What follows belongs to an exercise in optimizing a design on an open flow for small area, a short achievable clock period and few clock cycles per item; a production flow would make more cautious choices. Only simulation tests tie the RTL to the original design; equivalence was not proved. Power and IR drop assume default switching activity.

job 9381:
==> flow/design.v (excerpt) <==
module axi_4_vlsu_req_sequencer
#(
    parameter int unsigned ADDR_W    = 32,
    parameter int unsigned DATA_W    = 64,
    parameter int unsigned BURST_MAX = 8,
    parameter int unsigned CNT_W     = 16
) (
    input  logic                          clk,
    input  logic                          reset,
    input  logic                          req_valid,
    output logic                          req_ready,
    input  logic                          req_we,
    input  logic [ADDR_W-1:0]             req_addr,
    input  logic [CNT_W-1:0]              req_beats,
    input  logic                          wdata_valid,
    output logic                          wdata_ready,
    input  logic [DATA_W-1:0]             wdata,
    output logic                          rdata_valid,
    input  logic                          rdata_ready,
    output logic [DATA_W-1:0]             rdata,
    output logic                          done,
    output logic                          err,
    output logic                          ld_req,
    output logic                          st_req,
    output logic [ADDR_W-1:0]             base_addr,
    output logic [7:0]                    burst_len,
    output logic [2:0]                    burst_size,
    output logic [1:0]                    burst_type,
    output logic [DATA_W*BURST_MAX-1:0]   vlsu_wdata,
    output logic [(DATA_W/8)*BURST_MAX-1:0] write_strobe,
    input  logic [DATA_W*BURST_MAX-1:0]   burst_rdata_array,
    input  logic                          burst_valid_data,
    input  logic                          burst_wr_valid
);
Size in the first run: ~610 flip-flops, roughly 1300 I/O pins.
Settings: LEC_CHECK=0, CAP_MARGIN=20, CORE_AREA=10 10 510 510, CTS_CLUSTER_DIAMETER=150, CTS_CLUSTER_SIZE=22, DIE_AREA=0 0 520 520, SETUP_SLACK_MARGIN=2.45, SLEW_MARGIN=20; clock period 5.0 ns.
standard.sh (not shown) runs the stock make flow with config.mk's settings and CLKGATE_MAP_FILE= SYNTH_SCRIPT=/design/flow/synth_recipe.tcl, a recipe that flattens the netlist after the stock synthesis.
==> flow/flow/run.sh <==
#!/bin/bash
# Standard ORFS layout, with small buffers on the ports instead of the
# default delay-cell port buffers.
cp standard.sh standard.sh.txt
cp config.mk config.mk.txt
export BUFFER_PORTS_ARGS="-buffer_cell sky130_fd_sc_hd__buf_1"
bash standard.sh > standard.log 2>&1
Testbench counts of job 9381, summed over its fixed seeds: cycles 28,167, beats 17,486.
The inputs of job 8131 differ from those of job 9381 as listed below.
# job 9381
export LEC_CHECK = 0
export CAP_MARGIN = 20
export CORE_AREA = 10 10 510 510
export CTS_CLUSTER_DIAMETER = 150
export CTS_CLUSTER_SIZE = 22
export DIE_AREA = 0 0 520 520
export SETUP_SLACK_MARGIN = 2.45
export SLEW_MARGIN = 20
create_clock -name core_clock -period 5.0 [get_ports {clk}]
# job 8131
export LEC_CHECK = 0
export CAP_MARGIN = 20
export CORE_AREA = 10 10 510 510
export CTS_CLUSTER_DIAMETER = 150
export CTS_CLUSTER_SIZE = 20
export DIE_AREA = 0 0 520 520
export SETUP_SLACK_MARGIN = 2.5
export SLEW_MARGIN = 20
create_clock -name core_clock -period 5.0 [get_ports {clk}]
==> comparison <==
Overall power after layout in job 8131 is 0.28 mW above job 9381.
Job 8131 against job 9381: number of standard-cell rows in the floorplan level, post-CTS resize count moved up.
Timing, DRC, antenna: 0 failures across job 9381 and job 8131

* * *

Another version of the RTL of axi_4_vlsu_req_sequencer (not shown whole).
Size: about 3300 cells after synthesis, about 630 flip-flops, roughly 1300 I/O pins.
Design axi_4_vlsu_req_sequencer, start of the top module:
module axi_4_vlsu_req_sequencer
#(
    parameter int unsigned ADDR_W    = 32,
    parameter int unsigned DATA_W    = 64,
    parameter int unsigned BURST_MAX = 8,
    parameter int unsigned CNT_W     = 16
) (
    input  logic                          clk,
    input  logic                          reset,
    input  logic                          req_valid,
    output logic                          req_ready,
    input  logic                          req_we,
    input  logic [ADDR_W-1:0]             req_addr,
    input  logic [CNT_W-1:0]              req_beats,
    input  logic                          wdata_valid,
    output logic                          wdata_ready,
    input  logic [DATA_W-1:0]             wdata,
    output logic                          rdata_valid,
    input  logic                          rdata_ready,
    output logic [DATA_W-1:0]             rdata,
    output logic                          done,
    output logic                          err,
    output logic                          ld_req,
    output logic                          st_req,
    output logic [ADDR_W-1:0]             base_addr,
    output logic [7:0]                    burst_len,
    output logic [2:0]                    burst_size,
    output logic [1:0]                    burst_type,
    output logic [DATA_W*BURST_MAX-1:0]   vlsu_wdata,
    output logic [(DATA_W/8)*BURST_MAX-1:0] write_strobe,
    input  logic [DATA_W*BURST_MAX-1:0]   burst_rdata_array,
    input  logic                          burst_valid_data,
    input  logic                          burst_wr_valid
);
clock: 5.0 ns
lec_check: 0
cap_margin: 20
core_area: 10 10 510 510
cts_cluster_diameter: 150
cts_cluster_size: 20
die_area: 0 0 520 520
place_density: 0.45
setup_slack_margin: 2.5
slew_margin: 20
Scripts as last shown in full above: flow/flow/run.sh
Testbench counts at the start, summed over its fixed seeds: cycles 28,167, beats 17,486.
Edit:
--- a/flow/config.mk
+++ b/flow/config.mk
@@ -12,3 +12,2 @@
 export DIE_AREA = 0 0 520 520
-export PLACE_DENSITY = 0.45
 export SETUP_SLACK_MARGIN = 2.5
What happened: Design area barely changes. Power climbs by 1.6%. Worst hold slack gets better by 0.0039 ns. Fmax fell by 0.98%. Global-route usage rises by 1.2 points. Sequential power is about the same. Critical path depth decreases by 5.

* * *

== alpha ==
axi_4_vlsu_req_sequencer, a different RTL version from the one above (not shown whole).
Size: ~3,900 cells after synthesis, about 700 flip-flops, roughly 1,300 I/O pins, ~32,000 sq um of cells after synthesis.
==> flow/design.v (excerpt) <==
module axi_4_vlsu_req_sequencer
#(
    parameter int unsigned ADDR_W    = 32,
    parameter int unsigned DATA_W    = 64,
    parameter int unsigned BURST_MAX = 8,
    parameter int unsigned CNT_W     = 16
) (
    input  logic                          clk,
    input  logic                          reset,
    input  logic                          req_valid,
    output logic                          req_ready,
    input  logic                          req_we,
    input  logic [ADDR_W-1:0]             req_addr,
    input  logic [CNT_W-1:0]              req_beats,
    input  logic                          wdata_valid,
    output logic                          wdata_ready,
    input  logic [DATA_W-1:0]             wdata,
    output logic                          rdata_valid,
    input  logic                          rdata_ready,
    output logic [DATA_W-1:0]             rdata,
    output logic                          done,
    output logic                          err,
    output logic                          ld_req,
    output logic                          st_req,
    output logic [ADDR_W-1:0]             base_addr,
    output logic [7:0]                    burst_len,
    output logic [2:0]                    burst_size,
    output logic [1:0]                    burst_type,
    output logic [DATA_W*BURST_MAX-1:0]   vlsu_wdata,
    output logic [(DATA_W/8)*BURST_MAX-1:0] write_strobe,
    input  logic [DATA_W*BURST_MAX-1:0]   burst_rdata_array,
    input  logic                          burst_valid_data,
    input  logic                          burst_wr_valid
);
Settings: LEC_CHECK=0, CAP_MARGIN=20, CORE_AREA=10 10 510 510, CTS_CLUSTER_DIAMETER=150, CTS_CLUSTER_SIZE=20, DIE_AREA=0 0 520 520, SETUP_SLACK_MARGIN=2.7, SLEW_MARGIN=20; clock period 5.0 ns.
Scripts as last shown in full above: flow/flow/run.sh
Testbench counts of alpha, summed over its fixed seeds: cycles 27,065, beats 17,486.
Edits applied to the flow inputs when going from alpha to beta:
Settings: changing SETUP_SLACK_MARGIN from 2.7 to 2.5.
beta drops fewer vias than alpha. Between alpha and beta, the fraction of area in registers is higher for beta. Core utilization in beta is 2.6 points below alpha.

what the ideal ports hide:
The results above use ideal ports. As a check the final layouts listed here were re-extracted and re-timed, cells and wires unchanged.
Step 1: set_driving_cell puts a clkbuf_16 on clk and a buf_2 on each other input, an assumption about the parent block.
Step 2 adds t to the input delays and takes it off the output delays; t is the mean of the earliest and latest rising clock arrival at the registers after step 1. Input paths then give back, and output paths get back, about the clock's delay inside the block.
Slacks: no drivers / after step 1 / after step 2; pairs: no drivers / after step 1.
run	t, ns	setup slack, ns	worst data-port slew with drivers (ns)
job 9381	0.744	2.452 / 2.376 / 1.839	0.40
job 8131	0.759	2.511 / 2.442 / 1.787	0.47
the first run of note 2	0.758	2.511 / 2.458 / 1.772	0.41
the second run of note 2	0.777	2.487 / 2.437 / 1.867	0.45
alpha	0.773	2.588 / 2.516 / 1.916	0.34
beta	0.767	2.446 / 2.391 / 1.796	0.39
After both steps every run listed still meets setup and hold. For the first run of note 2, which loses most, drivers alone change the setup slack by -0.053 ns; drivers and shift together by -0.739 ns.
